This design comes from an exercise in tuning for small area, a short achievable clock period and few clock cycles per item on the open sky130 flow, not from production work.
Where RTL was checked, it was by simulation tests only, not by an equivalence proof against the original.

==> garnet: inputs <==
==> flow/design.v <==
package instr_mem_pkg;
  typedef enum logic {
    CLEAR = 1'b0,
    RUN   = 1'b1
  } state_t;
  localparam int FAULT_W        = 2;
  localparam int FAULT_MISALIGN = 0;
  localparam int FAULT_RANGE    = 1;
endpackage
module instr_mem_array #(
  parameter int XLEN   = 32,
  parameter int DEPTH  = 64,
  parameter int GROUPS = 2
) (
  input  logic                   i_clk,
  input  logic [DEPTH-1:0]       i_we_row,
  input  logic [XLEN-1:0]        i_wdata,
  input  logic [DEPTH-1:0]       i_rsel,
  output logic [GROUPS*XLEN-1:0] o_rdata    
);
  localparam int ROWS = DEPTH / GROUPS;
  localparam int N3   = ROWS / 3;                
  localparam int N2   = (ROWS % 3) / 2;          
  localparam int N1   = ROWS % 3 % 2;            
  localparam int NT   = N3 + N2 + N1;
  logic [XLEN-1:0] r_mem [DEPTH];
  always_ff @(posedge i_clk) begin
    for (int i = 0; i < DEPTH; i++) begin
      if (i_we_row[i]) begin
        r_mem[i] <= i_wdata;
      end
    end
  end
  for (genvar g = 0; g < GROUPS; g++) begin : g_grp
    for (genvar b = 0; b < XLEN; b++) begin : g_bit
      logic [NT-1:0] w_term_n;     
      for (genvar t = 0; t < N3; t++) begin : g_t3
        instr_mem_aoi3 u_aoi (
          .i_sel  (i_rsel[g*ROWS + 3*t +: 3]),
          .i_data ({r_mem[g*ROWS + 3*t + 2][b], r_mem[g*ROWS + 3*t + 1][b], r_mem[g*ROWS + 3*t][b]}),
          .o_y_n  (w_term_n[t])
        );
      end
      for (genvar t = 0; t < N2; t++) begin : g_t2
        instr_mem_aoi2 u_aoi (
          .i_sel  (i_rsel[g*ROWS + 3*N3 + 2*t +: 2]),
          .i_data ({r_mem[g*ROWS + 3*N3 + 2*t + 1][b], r_mem[g*ROWS + 3*N3 + 2*t][b]}),
          .o_y_n  (w_term_n[N3 + t])
        );
      end
      for (genvar t = 0; t < N1; t++) begin : g_t1
        assign w_term_n[N3 + N2 + t] = !(i_rsel[g*ROWS + ROWS - 1] && r_mem[g*ROWS + ROWS - 1][b]);
      end
      assign o_rdata[g*XLEN + b] = !(&w_term_n);
    end
  end
endmodule
module instr_mem_aoi3 (
  input  logic [2:0] i_sel,
  input  logic [2:0] i_data,
  output logic       o_y_n
);
  assign o_y_n = !(|(i_sel & i_data));
endmodule
module instr_mem_aoi2 (
  input  logic [1:0] i_sel,
  input  logic [1:0] i_data,
  output logic       o_y_n
);
  assign o_y_n = !(|(i_sel & i_data));
endmodule
module instr_mem_ctrl #(
  parameter int XLEN   = 32,
  parameter int DEPTH  = 64,
  parameter int ADDR_W = 32,
  localparam int IDX_W = $clog2(DEPTH)
) (
  input  logic               i_clk,
  input  logic               i_rst,
  input  logic               i_clear,
  output logic               o_busy,
  input  logic               i_req_valid,
  output logic               o_req_ready,
  input  logic [ADDR_W-1:0]  i_req_addr,
  output logic               o_rsp_valid,
  input  logic               i_rsp_ready,
  output logic [XLEN-1:0]    o_rsp_instr,
  output logic [instr_mem_pkg::FAULT_W-1:0] o_rsp_fault,
  input  logic               i_wr_en,
  input  logic [ADDR_W-1:0]  i_wr_addr,
  input  logic [XLEN-1:0]    i_wr_data
);
  localparam int RSP_W  = XLEN + instr_mem_pkg::FAULT_W;
  localparam int FN     = 4;           
  localparam int GROUPS = 2;           
  logic                 r_busy;
  logic                 r_run;
  logic                 r_ready;       
  logic                 r_stall;       
  logic [FN-1:0]        r_inflight;    
  logic [DEPTH-1:0]     r_we_row;
  logic [XLEN-1:0]      r_wdata;
  logic                 r_sel_valid;
  logic [DEPTH-1:0]     r_rsel;
  logic [instr_mem_pkg::FAULT_W-1:0] r_sel_fault;
  logic                 r_rd_valid;
  logic [instr_mem_pkg::FAULT_W-1:0] r_rd_fault;
  logic [GROUPS*XLEN-1:0] r_rd;
  logic                 r_out_valid;
  logic                 r_out_empty;
  logic [RSP_W-1:0]     r_out;
  logic [RSP_W-1:0]     r_fifo [FN];
  logic [1:0]           r_head;
  logic [1:0]           r_tail;
  logic [FN-1:1]        r_fifo_cnt;    
  logic [FN-1:0]        w_fifo_cnt;
  logic                 w_req_misalign;
  logic                 w_req_range;
  logic                 w_wr_range;
  logic                 w_wr_go;
  logic                 w_clear_go;
  logic                 w_start;
  logic                 w_busy_next;
  logic                 w_req_fire;
  logic                 w_rsp_fire;
  logic [1:0]           w_head_next;
  logic [FN-1:0]        w_fifo_left;   
  logic [FN-1:0]        w_fifo_cnt_next;
  logic [FN-1:0]        w_inflight_next;
  logic                 w_unused;
  logic [GROUPS*XLEN-1:0] w_rdata;
  logic [XLEN-1:0]      w_rd_word;
  logic [RSP_W-1:0]     w_rd;
  logic [RSP_W-1:0]     w_out_keep;    
  logic [RSP_W-1:0]     w_out_next;    
  assign w_req_misalign = |i_req_addr[1:0];
  assign w_req_range    = |i_req_addr[ADDR_W-1:IDX_W+2];
  assign w_wr_range     = |i_wr_addr[ADDR_W-1:IDX_W+2];
  assign w_unused       = ^i_wr_addr[1:0];
  assign w_clear_go  = r_run && i_clear;
  assign w_start     = i_rst || w_clear_go;
  assign w_busy_next = w_start || (!r_run && !r_we_row[DEPTH-1]);
  assign w_wr_go     = i_wr_en && !w_wr_range && r_run && !i_clear && !i_rst;
  always_ff @(posedge i_clk) begin
    r_busy <= w_busy_next;
    r_run  <= !w_busy_next;
    for (int i = 0; i < DEPTH; i++) begin
      r_we_row[i] <= (w_wr_go && (i_wr_addr[IDX_W+1:2] == IDX_W'(i)))
                   || ((i == 0) ? w_start : (!r_run && !i_rst && r_we_row[(i + DEPTH - 1) % DEPTH]));
    end
    r_wdata <= w_busy_next ? '0 : i_wr_data;
  end
  assign w_req_fire = i_req_valid && !r_stall;
  assign w_rsp_fire = !r_out_empty && i_rsp_ready;
  always_ff @(posedge i_clk) begin
    r_sel_valid <= w_req_fire && !w_start;
    r_sel_fault <= {w_req_range, w_req_misalign};
    for (int i = 0; i < DEPTH; i++) begin
      r_rsel[i] <= (i_req_addr[IDX_W+1:2] == IDX_W'(i)) && !w_req_misalign && !w_req_range;
    end
    r_rd_valid <= r_sel_valid && !w_start;
    r_rd_fault <= r_sel_fault;
    r_rd       <= w_rdata;
  end
  instr_mem_array #(
    .XLEN   (XLEN),
    .DEPTH  (DEPTH),
    .GROUPS (GROUPS)
  ) u_array (
    .i_clk    (i_clk),
    .i_we_row (r_we_row),
    .i_wdata  (r_wdata),
    .i_rsel   (r_rsel),
    .o_rdata  (w_rdata)
  );
  always_comb begin
    w_rd_word = '0;
    for (int g = 0; g < GROUPS; g++) begin
      w_rd_word = w_rd_word | r_rd[g*XLEN +: XLEN];
    end
  end
  assign w_rd = {r_rd_fault, w_rd_word};
  assign w_fifo_cnt      = {r_fifo_cnt, !r_out_empty};
  assign w_head_next     = r_head + 2'(w_rsp_fire);
  assign w_fifo_left     = w_rsp_fire ? (w_fifo_cnt >> 1) : w_fifo_cnt;
  assign w_fifo_cnt_next = r_rd_valid ? {w_fifo_left[FN-2:0], 1'b1} : w_fifo_left;
  always_comb begin
    w_inflight_next = r_inflight;
    if (w_req_fire && !w_rsp_fire) w_inflight_next = {r_inflight[FN-2:0], 1'b1};
    if (!w_req_fire && w_rsp_fire) w_inflight_next = r_inflight >> 1;
  end
  always_ff @(posedge i_clk) begin
    if (w_start) begin
      r_out_valid <= 1'b0;
      r_out_empty <= 1'b1;
      r_head      <= '0;
      r_tail      <= '0;
      r_fifo_cnt  <= '0;
      r_inflight  <= '0;
      r_ready     <= 1'b0;
      r_stall     <= 1'b1;
    end else begin
      r_out_valid <= w_fifo_cnt_next[0];
      r_out_empty <= !w_fifo_cnt_next[0];
      r_head      <= w_head_next;
      if (r_rd_valid) r_tail <= r_tail + 1'b1;
      r_fifo_cnt  <= w_fifo_cnt_next[FN-1:1];
      r_inflight  <= w_inflight_next;
      r_ready     <= !w_busy_next && !w_inflight_next[FN-1];
      r_stall     <= w_busy_next || w_inflight_next[FN-1];
    end
  end
  assign w_out_keep = w_fifo_cnt[0] ? r_fifo[r_head] : w_rd;
  assign w_out_next = w_fifo_cnt[1] ? r_fifo[r_head + 2'd1] : w_rd;
  always_ff @(posedge i_clk) begin
    r_out <= i_rsp_ready ? w_out_next : w_out_keep;
    for (int k = 0; k < FN; k++) begin
      if (r_rd_valid && r_tail == 2'(k)) begin
        r_fifo[k] <= w_rd;
      end
    end
  end
  assign o_busy      = r_busy;
  assign o_req_ready = r_ready;
  assign o_rsp_valid = r_out_valid;
  assign o_rsp_fault = r_out[XLEN +: instr_mem_pkg::FAULT_W];
  assign o_rsp_instr = r_out[XLEN-1:0];
endmodule
==> flow/run.sh <==
#!/bin/bash
# synth_recipe.tcl (not shown) runs the flow's synth.tcl, then flattens the netlist and writes it again
# the make line also repeats each setting of config.mk as NAME=value (left out here)
make -C /OpenROAD-flow-scripts/flow DESIGN_CONFIG=/design/flow/config.mk WORK_HOME=/design/flow/orfs CLKGATE_MAP_FILE= SYNTH_SCRIPT=/design/flow/synth_recipe.tcl finish
==> flow/config.mk <==
export PLATFORM = sky130hd
export DESIGN_NAME = instr_mem_ctrl
export DESIGN_NICKNAME = instr_mem_ctrl
export VERILOG_FILES = /design/flow/design.v
export SDC_FILE = /design/flow/constraint.sdc
export NUM_CORES = 4
export LEC_CHECK = 0
export CAP_MARGIN = 20
export CORE_MARGIN = 2
export CORE_UTILIZATION = 70
export CTS_CLUSTER_DIAMETER = 100
export CTS_CLUSTER_SIZE = 30
export SETUP_SLACK_MARGIN = 2.1
export SLEW_MARGIN = 20
export SYNTH_HIERARCHICAL = 1
export SYNTH_MINIMUM_KEEP_SIZE = 0
export TNS_END_PERCENT = 100
==> flow/constraint.sdc <==
create_clock -name core_clock -period 4.0 [get_ports {i_clk}]
set_input_delay 0.8000 -clock core_clock [delete_from_list [all_inputs] [get_ports {i_clk}]]
set_output_delay 0.8000 -clock core_clock [all_outputs]
set_load 0.01 [all_outputs]
==> ember: changes against garnet <==
==> flow/design.v (replaced) <==
package instr_mem_pkg;
  typedef enum logic {
    CLEAR = 1'b0,
    RUN   = 1'b1
  } state_t;
  localparam int FAULT_W        = 2;
  localparam int FAULT_MISALIGN = 0;
  localparam int FAULT_RANGE    = 1;
endpackage
module instr_mem_array #(
  parameter int XLEN   = 32,
  parameter int DEPTH  = 64,
  parameter int GROUPS = 2
) (
  input  logic                   i_clk,
  input  logic [DEPTH-1:0]       i_we_row,
  input  logic [XLEN-1:0]        i_wdata,
  input  logic [DEPTH-1:0]       i_rsel,
  output logic [GROUPS*XLEN-1:0] o_rdata    
);
  localparam int ROWS = DEPTH / GROUPS;
  logic [XLEN-1:0] r_mem [DEPTH];
  always_ff @(posedge i_clk) begin
    for (int i = 0; i < DEPTH; i++) begin
      if (i_we_row[i]) begin
        r_mem[i] <= i_wdata;
      end
    end
  end
  always_comb begin
    for (int g = 0; g < GROUPS; g++) begin
      o_rdata[g*XLEN +: XLEN] = '0;
      for (int i = 0; i < ROWS; i++) begin
        o_rdata[g*XLEN +: XLEN] = o_rdata[g*XLEN +: XLEN]
                                | (r_mem[g*ROWS + i] & {XLEN{i_rsel[g*ROWS + i]}});
      end
    end
  end
endmodule
module instr_mem_ctrl #(
  parameter int XLEN   = 32,
  parameter int DEPTH  = 64,
  parameter int ADDR_W = 32,
  localparam int IDX_W = $clog2(DEPTH)
) (
  input  logic               i_clk,
  input  logic               i_rst,
  input  logic               i_clear,
  output logic               o_busy,
  input  logic               i_req_valid,
  output logic               o_req_ready,
  input  logic [ADDR_W-1:0]  i_req_addr,
  output logic               o_rsp_valid,
  input  logic               i_rsp_ready,
  output logic [XLEN-1:0]    o_rsp_instr,
  output logic [instr_mem_pkg::FAULT_W-1:0] o_rsp_fault,
  input  logic               i_wr_en,
  input  logic [ADDR_W-1:0]  i_wr_addr,
  input  logic [XLEN-1:0]    i_wr_data
);
  localparam int RSP_W  = XLEN + instr_mem_pkg::FAULT_W;
  localparam int FN     = 3;           
  localparam int GROUPS = 2;           
  localparam logic [IDX_W-1:0] LAST_IDX = IDX_W'(DEPTH - 1);
  logic                 r_busy;
  logic                 r_run;
  logic [IDX_W-1:0]     r_clr_cnt;     
  logic                 r_ready;       
  logic                 r_stall;       
  logic [FN-1:0]        r_inflight;    
  logic                 r_rd_valid;
  logic [instr_mem_pkg::FAULT_W-1:0] r_rd_fault;
  logic [GROUPS*XLEN-1:0] r_rd;
  logic                 r_out_valid;
  logic                 r_out_empty;
  logic [RSP_W-1:0]     r_out;
  logic [RSP_W-1:0]     r_fifo [FN];
  logic [FN-1:0]        r_head;        
  logic [FN-1:0]        r_tail;        
  logic [FN-1:1]        r_fifo_cnt;    
  logic [FN-1:0]        w_fifo_cnt;
  logic                 w_req_misalign;
  logic                 w_req_range;
  logic                 w_wr_range;
  logic                 w_wr_go;
  logic                 w_clear_go;
  logic                 w_start;
  logic                 w_busy_next;
  logic                 w_req_fire;
  logic                 w_rsp_fire;
  logic [FN-1:0]        w_head_next;
  logic [FN-1:0]        w_fifo_left;   
  logic [FN-1:0]        w_fifo_cnt_next;
  logic [FN-1:0]        w_inflight_next;
  logic                 w_unused;
  logic [DEPTH-1:0]     w_we_row;
  logic [XLEN-1:0]      w_wdata;
  logic [DEPTH-1:0]     w_rsel;
  logic [GROUPS*XLEN-1:0] w_rdata;
  logic [XLEN-1:0]      w_rd_word;
  logic [RSP_W-1:0]     w_rd;
  logic [FN-1:0]        w_out_sel;     
  logic                 w_out_fifo;    
  logic [RSP_W-1:0]     w_out_entry;
  assign w_req_misalign = |i_req_addr[1:0];
  assign w_req_range    = |i_req_addr[ADDR_W-1:IDX_W+2];
  assign w_wr_range     = |i_wr_addr[ADDR_W-1:IDX_W+2];
  assign w_unused       = ^i_wr_addr[1:0];
  assign w_clear_go  = r_run && i_clear;
  assign w_start     = i_rst || w_clear_go;
  assign w_busy_next = w_start || (!r_run && (r_clr_cnt != LAST_IDX));
  assign w_wr_go     = i_wr_en && !w_wr_range && r_run && !i_rst;
  always_ff @(posedge i_clk) begin
    r_busy <= w_busy_next;
    r_run  <= !w_busy_next;
    if (i_rst) begin
      r_clr_cnt <= '0;
    end else if (!r_run) begin
      r_clr_cnt <= r_clr_cnt + 1'b1;
    end
  end
  always_comb begin
    for (int i = 0; i < DEPTH; i++) begin
      w_we_row[i] = !r_run ? (!i_rst && r_clr_cnt == IDX_W'(i))
                           : (w_wr_go && i_wr_addr[IDX_W+1:2] == IDX_W'(i));
      w_rsel[i]   = (i_req_addr[IDX_W+1:2] == IDX_W'(i));
    end
  end
  assign w_wdata = r_run ? i_wr_data : '0;
  instr_mem_array #(
    .XLEN   (XLEN),
    .DEPTH  (DEPTH),
    .GROUPS (GROUPS)
  ) u_array (
    .i_clk    (i_clk),
    .i_we_row (w_we_row),
    .i_wdata  (w_wdata),
    .i_rsel   (w_rsel),
    .o_rdata  (w_rdata)
  );
  assign w_req_fire = i_req_valid && !r_stall;
  assign w_rsp_fire = !r_out_empty && i_rsp_ready;
  always_ff @(posedge i_clk) begin
    r_rd_valid <= w_req_fire && !w_start;
    r_rd_fault <= {w_req_range, w_req_misalign};
    r_rd       <= w_rdata;
  end
  always_comb begin
    w_rd_word = '0;
    for (int g = 0; g < GROUPS; g++) begin
      w_rd_word = w_rd_word | r_rd[g*XLEN +: XLEN];
    end
  end
  assign w_rd = {r_rd_fault, (r_rd_fault == '0) ? w_rd_word : '0};
  assign w_fifo_cnt      = {r_fifo_cnt, !r_out_empty};
  assign w_head_next     = w_rsp_fire ? {r_head[FN-2:0], r_head[FN-1]} : r_head;
  assign w_fifo_left     = w_rsp_fire ? (w_fifo_cnt >> 1) : w_fifo_cnt;
  assign w_fifo_cnt_next = r_rd_valid ? {w_fifo_left[FN-2:0], 1'b1} : w_fifo_left;
  always_comb begin
    w_inflight_next = r_inflight;
    if (w_req_fire && !w_rsp_fire) w_inflight_next = {r_inflight[FN-2:0], 1'b1};
    if (!w_req_fire && w_rsp_fire) w_inflight_next = r_inflight >> 1;
  end
  always_ff @(posedge i_clk) begin
    if (w_start) begin
      r_out_valid <= 1'b0;
      r_out_empty <= 1'b1;
      r_head      <= FN'(1);
      r_tail      <= FN'(1);
      r_fifo_cnt  <= '0;
      r_inflight  <= '0;
      r_ready     <= 1'b0;
      r_stall     <= 1'b1;
    end else begin
      r_out_valid <= w_fifo_cnt_next[0];
      r_out_empty <= !w_fifo_cnt_next[0];
      r_head      <= w_head_next;
      if (r_rd_valid) r_tail <= {r_tail[FN-2:0], r_tail[FN-1]};
      r_fifo_cnt  <= w_fifo_cnt_next[FN-1:1];
      r_inflight  <= w_inflight_next;
      r_ready     <= !w_busy_next && !w_inflight_next[FN-1];
      r_stall     <= w_busy_next || w_inflight_next[FN-1];
    end
  end
  assign w_out_sel  = i_rsp_ready ? {r_head[FN-2:0], r_head[FN-1]} : r_head;
  assign w_out_fifo = i_rsp_ready ? w_fifo_cnt[1] : w_fifo_cnt[0];
  always_comb begin
    w_out_entry = '0;
    for (int k = 0; k < FN; k++) begin
      w_out_entry = w_out_entry | (r_fifo[k] & {RSP_W{w_out_sel[k]}});
    end
  end
  always_ff @(posedge i_clk) begin
    r_out <= w_out_fifo ? w_out_entry : w_rd;
    for (int k = 0; k < FN; k++) begin
      if (r_rd_valid && r_tail[k]) begin
        r_fifo[k] <= w_rd;
      end
    end
  end
  assign o_busy      = r_busy;
  assign o_req_ready = r_ready;
  assign o_rsp_valid = r_out_valid;
  assign o_rsp_fault = r_out[XLEN +: instr_mem_pkg::FAULT_W];
  assign o_rsp_instr = r_out[XLEN-1:0];
endmodule
==> raven: changes against garnet <==
--- a/flow/design.v
+++ b/flow/design.v
@@ -19,10 +19,6 @@
   output logic [GROUPS*XLEN-1:0] o_rdata    
 );
   localparam int ROWS = DEPTH / GROUPS;
-  localparam int N3   = ROWS / 3;                
-  localparam int N2   = (ROWS % 3) / 2;          
-  localparam int N1   = ROWS % 3 % 2;            
-  localparam int NT   = N3 + N2 + N1;
   logic [XLEN-1:0] r_mem [DEPTH];
   always_ff @(posedge i_clk) begin
     for (int i = 0; i < DEPTH; i++) begin
@@ -31,43 +27,15 @@
       end
     end
   end
-  for (genvar g = 0; g < GROUPS; g++) begin : g_grp
-    for (genvar b = 0; b < XLEN; b++) begin : g_bit
-      logic [NT-1:0] w_term_n;     
-      for (genvar t = 0; t < N3; t++) begin : g_t3
-        instr_mem_aoi3 u_aoi (
-          .i_sel  (i_rsel[g*ROWS + 3*t +: 3]),
-          .i_data ({r_mem[g*ROWS + 3*t + 2][b], r_mem[g*ROWS + 3*t + 1][b], r_mem[g*ROWS + 3*t][b]}),
-          .o_y_n  (w_term_n[t])
-        );
+  always_comb begin
+    for (int g = 0; g < GROUPS; g++) begin
+      o_rdata[g*XLEN +: XLEN] = '0;
+      for (int i = 0; i < ROWS; i++) begin
+        o_rdata[g*XLEN +: XLEN] = o_rdata[g*XLEN +: XLEN]
+                                | (r_mem[g*ROWS + i] & {XLEN{i_rsel[g*ROWS + i]}});
       end
-      for (genvar t = 0; t < N2; t++) begin : g_t2
-        instr_mem_aoi2 u_aoi (
-          .i_sel  (i_rsel[g*ROWS + 3*N3 + 2*t +: 2]),
-          .i_data ({r_mem[g*ROWS + 3*N3 + 2*t + 1][b], r_mem[g*ROWS + 3*N3 + 2*t][b]}),
-          .o_y_n  (w_term_n[N3 + t])
-        );
-      end
-      for (genvar t = 0; t < N1; t++) begin : g_t1
-        assign w_term_n[N3 + N2 + t] = !(i_rsel[g*ROWS + ROWS - 1] && r_mem[g*ROWS + ROWS - 1][b]);
-      end
-      assign o_rdata[g*XLEN + b] = !(&w_term_n);
-    end
-  end
-endmodule
-module instr_mem_aoi3 (
-  input  logic [2:0] i_sel,
-  input  logic [2:0] i_data,
-  output logic       o_y_n
-);
-  assign o_y_n = !(|(i_sel & i_data));
-endmodule
-module instr_mem_aoi2 (
-  input  logic [1:0] i_sel,
-  input  logic [1:0] i_data,
-  output logic       o_y_n
-);
-  assign o_y_n = !(|(i_sel & i_data));
+    end
+  end
 endmodule
 module instr_mem_ctrl #(
   parameter int XLEN   = 32,
@@ -110,7 +78,7 @@
   logic                 r_out_empty;
   logic [RSP_W-1:0]     r_out;
   logic [RSP_W-1:0]     r_fifo [FN];
-  logic [1:0]           r_head;
+  logic [FN-1:0]        r_head;        
   logic [1:0]           r_tail;
   logic [FN-1:1]        r_fifo_cnt;    
   logic [FN-1:0]        w_fifo_cnt;
@@ -123,7 +91,7 @@
   logic                 w_busy_next;
   logic                 w_req_fire;
   logic                 w_rsp_fire;
-  logic [1:0]           w_head_next;
+  logic [FN-1:0]        w_head_next;
   logic [FN-1:0]        w_fifo_left;   
   logic [FN-1:0]        w_fifo_cnt_next;
   logic [FN-1:0]        w_inflight_next;
@@ -131,8 +99,9 @@
   logic [GROUPS*XLEN-1:0] w_rdata;
   logic [XLEN-1:0]      w_rd_word;
   logic [RSP_W-1:0]     w_rd;
-  logic [RSP_W-1:0]     w_out_keep;    
-  logic [RSP_W-1:0]     w_out_next;    
+  logic [FN-1:0]        w_out_sel;     
+  logic                 w_out_fifo;    
+  logic [RSP_W-1:0]     w_out_entry;
   assign w_req_misalign = |i_req_addr[1:0];
   assign w_req_range    = |i_req_addr[ADDR_W-1:IDX_W+2];
   assign w_wr_range     = |i_wr_addr[ADDR_W-1:IDX_W+2];
@@ -181,7 +150,7 @@
   end
   assign w_rd = {r_rd_fault, w_rd_word};
   assign w_fifo_cnt      = {r_fifo_cnt, !r_out_empty};
-  assign w_head_next     = r_head + 2'(w_rsp_fire);
+  assign w_head_next     = w_rsp_fire ? {r_head[FN-2:0], r_head[FN-1]} : r_head;
   assign w_fifo_left     = w_rsp_fire ? (w_fifo_cnt >> 1) : w_fifo_cnt;
   assign w_fifo_cnt_next = r_rd_valid ? {w_fifo_left[FN-2:0], 1'b1} : w_fifo_left;
   always_comb begin
@@ -193,7 +162,7 @@
     if (w_start) begin
       r_out_valid <= 1'b0;
       r_out_empty <= 1'b1;
-      r_head      <= '0;
+      r_head      <= FN'(1);
       r_tail      <= '0;
       r_fifo_cnt  <= '0;
       r_inflight  <= '0;
@@ -210,10 +179,16 @@
       r_stall     <= w_busy_next || w_inflight_next[FN-1];
     end
   end
-  assign w_out_keep = w_fifo_cnt[0] ? r_fifo[r_head] : w_rd;
-  assign w_out_next = w_fifo_cnt[1] ? r_fifo[r_head + 2'd1] : w_rd;
-  always_ff @(posedge i_clk) begin
-    r_out <= i_rsp_ready ? w_out_next : w_out_keep;
+  assign w_out_sel  = i_rsp_ready ? {r_head[FN-2:0], r_head[FN-1]} : r_head;
+  assign w_out_fifo = i_rsp_ready ? w_fifo_cnt[1] : w_fifo_cnt[0];
+  always_comb begin
+    w_out_entry = '0;
+    for (int k = 0; k < FN; k++) begin
+      w_out_entry = w_out_entry | (r_fifo[k] & {RSP_W{w_out_sel[k]}});
+    end
+  end
+  always_ff @(posedge i_clk) begin
+    r_out <= w_out_fifo ? w_out_entry : w_rd;
     for (int k = 0; k < FN; k++) begin
       if (r_rd_valid && r_tail == 2'(k)) begin
         r_fifo[k] <= w_rd;
SETUP_SLACK_MARGIN = 2.15   (was 2.1)
SYNTH_HIERARCHICAL = not set   (was 1)
SYNTH_MINIMUM_KEEP_SIZE = not set   (was 0)
==> cedar: changes against garnet <==
--- a/flow/design.v
+++ b/flow/design.v
@@ -19,10 +19,6 @@
   output logic [GROUPS*XLEN-1:0] o_rdata    
 );
   localparam int ROWS = DEPTH / GROUPS;
-  localparam int N3   = ROWS / 3;                
-  localparam int N2   = (ROWS % 3) / 2;          
-  localparam int N1   = ROWS % 3 % 2;            
-  localparam int NT   = N3 + N2 + N1;
   logic [XLEN-1:0] r_mem [DEPTH];
   always_ff @(posedge i_clk) begin
     for (int i = 0; i < DEPTH; i++) begin
@@ -31,43 +27,15 @@
       end
     end
   end
-  for (genvar g = 0; g < GROUPS; g++) begin : g_grp
-    for (genvar b = 0; b < XLEN; b++) begin : g_bit
-      logic [NT-1:0] w_term_n;     
-      for (genvar t = 0; t < N3; t++) begin : g_t3
-        instr_mem_aoi3 u_aoi (
-          .i_sel  (i_rsel[g*ROWS + 3*t +: 3]),
-          .i_data ({r_mem[g*ROWS + 3*t + 2][b], r_mem[g*ROWS + 3*t + 1][b], r_mem[g*ROWS + 3*t][b]}),
-          .o_y_n  (w_term_n[t])
-        );
+  always_comb begin
+    for (int g = 0; g < GROUPS; g++) begin
+      o_rdata[g*XLEN +: XLEN] = '0;
+      for (int i = 0; i < ROWS; i++) begin
+        o_rdata[g*XLEN +: XLEN] = o_rdata[g*XLEN +: XLEN]
+                                | (r_mem[g*ROWS + i] & {XLEN{i_rsel[g*ROWS + i]}});
       end
-      for (genvar t = 0; t < N2; t++) begin : g_t2
-        instr_mem_aoi2 u_aoi (
-          .i_sel  (i_rsel[g*ROWS + 3*N3 + 2*t +: 2]),
-          .i_data ({r_mem[g*ROWS + 3*N3 + 2*t + 1][b], r_mem[g*ROWS + 3*N3 + 2*t][b]}),
-          .o_y_n  (w_term_n[N3 + t])
-        );
-      end
-      for (genvar t = 0; t < N1; t++) begin : g_t1
-        assign w_term_n[N3 + N2 + t] = !(i_rsel[g*ROWS + ROWS - 1] && r_mem[g*ROWS + ROWS - 1][b]);
-      end
-      assign o_rdata[g*XLEN + b] = !(&w_term_n);
     end
   end
-endmodule
-module instr_mem_aoi3 (
-  input  logic [2:0] i_sel,
-  input  logic [2:0] i_data,
-  output logic       o_y_n
-);
-  assign o_y_n = !(|(i_sel & i_data));
-endmodule
-module instr_mem_aoi2 (
-  input  logic [1:0] i_sel,
-  input  logic [1:0] i_data,
-  output logic       o_y_n
-);
-  assign o_y_n = !(|(i_sel & i_data));
 endmodule
 module instr_mem_ctrl #(
   parameter int XLEN   = 32,
SYNTH_HIERARCHICAL = not set   (was 1)
SYNTH_MINIMUM_KEEP_SIZE = not set   (was 0)
==> impl_metrics.json <==
{
  "synth_edf_count": 2184,
  "first_iter_violations": 10309,
  "crit_family": "simple AND/OR/NAND/NOR gates",
  "relSlewSlack": 0.193,
  "rr_startpoint": "r_rsel[9]$_DFF_P_",
  "nClkBuffers": 167,
  "yosys_register_bits": 2465,
  "post-route-util": 0.779,
  "clock_latency_ns": 0.75,
  "hold_depth": 0,
  "status": "finished clean",
  "inverters_excl_clock": 12,
  "nFillCells": 6472,
  "gp_congestion": 0.863,
  "setup_tns_ns": 0,
  "multi_input_area_um2": 13600,
  "grt_use_met3": 0.0645,
  "dpl.hpwl_mm": 121
}
-- figures above: garnet

==> impl_metrics.json <==
{
  "grt_pass1_vias": 47474,
  "dpl.hpwl_mm": 142,
  "status": "finished clean",
  "multi_input_area_um2": 14500,
  "first_iter_violations": 11064,
  "gp_congestion": 0.828,
  "setup_tns_ns": 0,
  "yosysMostFrequentCell": "edfxtp_1",
  "nClkBuffers": 168,
  "relSlewSlack": 0.153,
  "synth_edf_count": 2184,
  "crit_family": "flip-flops",
  "clock_latency_ns": 0.76,
  "rr_startpoint": "r_we_row[5]$_DFF_P_",
  "post-route-util": 0.765,
  "inverters_excl_clock": 10
}
-- figures above: cedar

==> impl_metrics.json <==
{
  "status": "finished clean",
  "multi_input_area_um2": 13000,
  "setup_tns_ns": 0,
  "relSlewSlack": 0.174,
  "cts_tree": "done",
  "post-route-util": 0.774,
  "dpl.hpwl_mm": 141,
  "nFillCells": 6623,
  "crit_family": "flip-flops",
  "yosys_register_bits": 2467,
  "rr_startpoint": "r_we_row[62]$_DFF_P_",
  "first_iter_violations": 11351,
  "clock_latency_ns": 0.74,
  "nClkBuffers": 169,
  "grt_use_met3": 0.152,
  "hold_depth": 0
}
-- figures above: raven

==> impl_metrics.json <==
{
  "tool.error": "[ERROR GRT-0232] Routing congestion too high. Check the congestion heatmap in the GUI.",
  "gp_congestion": 0.896,
  "dpl.hpwl_mm": 133,
  "htreeDepth": 3,
  "stop_stage": "global routing (5_1_grt)",
  "grt_use_met3": 0.676,
  "status": "aborted with a tool error",
  "synth_top_family_by_area": "compound AO/OA/AOI/OAI gates",
  "gr-usage-met1": 0.796,
  "yosys_register_bits": 2274,
  "synth_edf_count": 2150,
  "synth_area_leader_cell": "edfxtp_1",
  "cts_resized": 1061
}
-- figures above: ember

Testbench counts of raven, summed over its fixed seeds: cycles 24,024, items 24,000.
Testbench counts of cedar, summed over its fixed seeds: cycles 24,024, items 24,000.
The RTL of garnet and ember was laid out without a check of its function.

-- port drivers added, routing unchanged --
In the flow no input, the clock included, has a driving cell. The finished layouts below were timed again as built, in two steps.
Step 1 assumes that a clkbuf_16 drives the clock port and a buf_2 every other input.
Step 2 moves the port delays by t, midway between the first and last clock arrival at a register: inputs arrive t later, outputs are due t later. That takes back most of the time a late clock gives input paths.
Three values: no drivers, after step 1, after step 2; two values: the first two.
run	t, ns	setup slack, ns	hold WS [ns]	latest minus earliest clock arrival (ns)
garnet	0.805	1.762 / 1.762 / 1.300	0.361 / 0.339 / 0.361	0.040 / 0.040
raven	0.815	2.009 / 1.923 / 1.376	0.342 / 0.342 / 0.342	0.039 / 0.039
cedar	0.812	1.988 / 1.911 / 1.417	0.339 / 0.339 / 0.339	0.053 / 0.053
After both steps every run listed still meets setup and hold. The setup slack of raven, which loses most, moves by -0.086 ns with the drivers and by -0.633 ns with both steps.
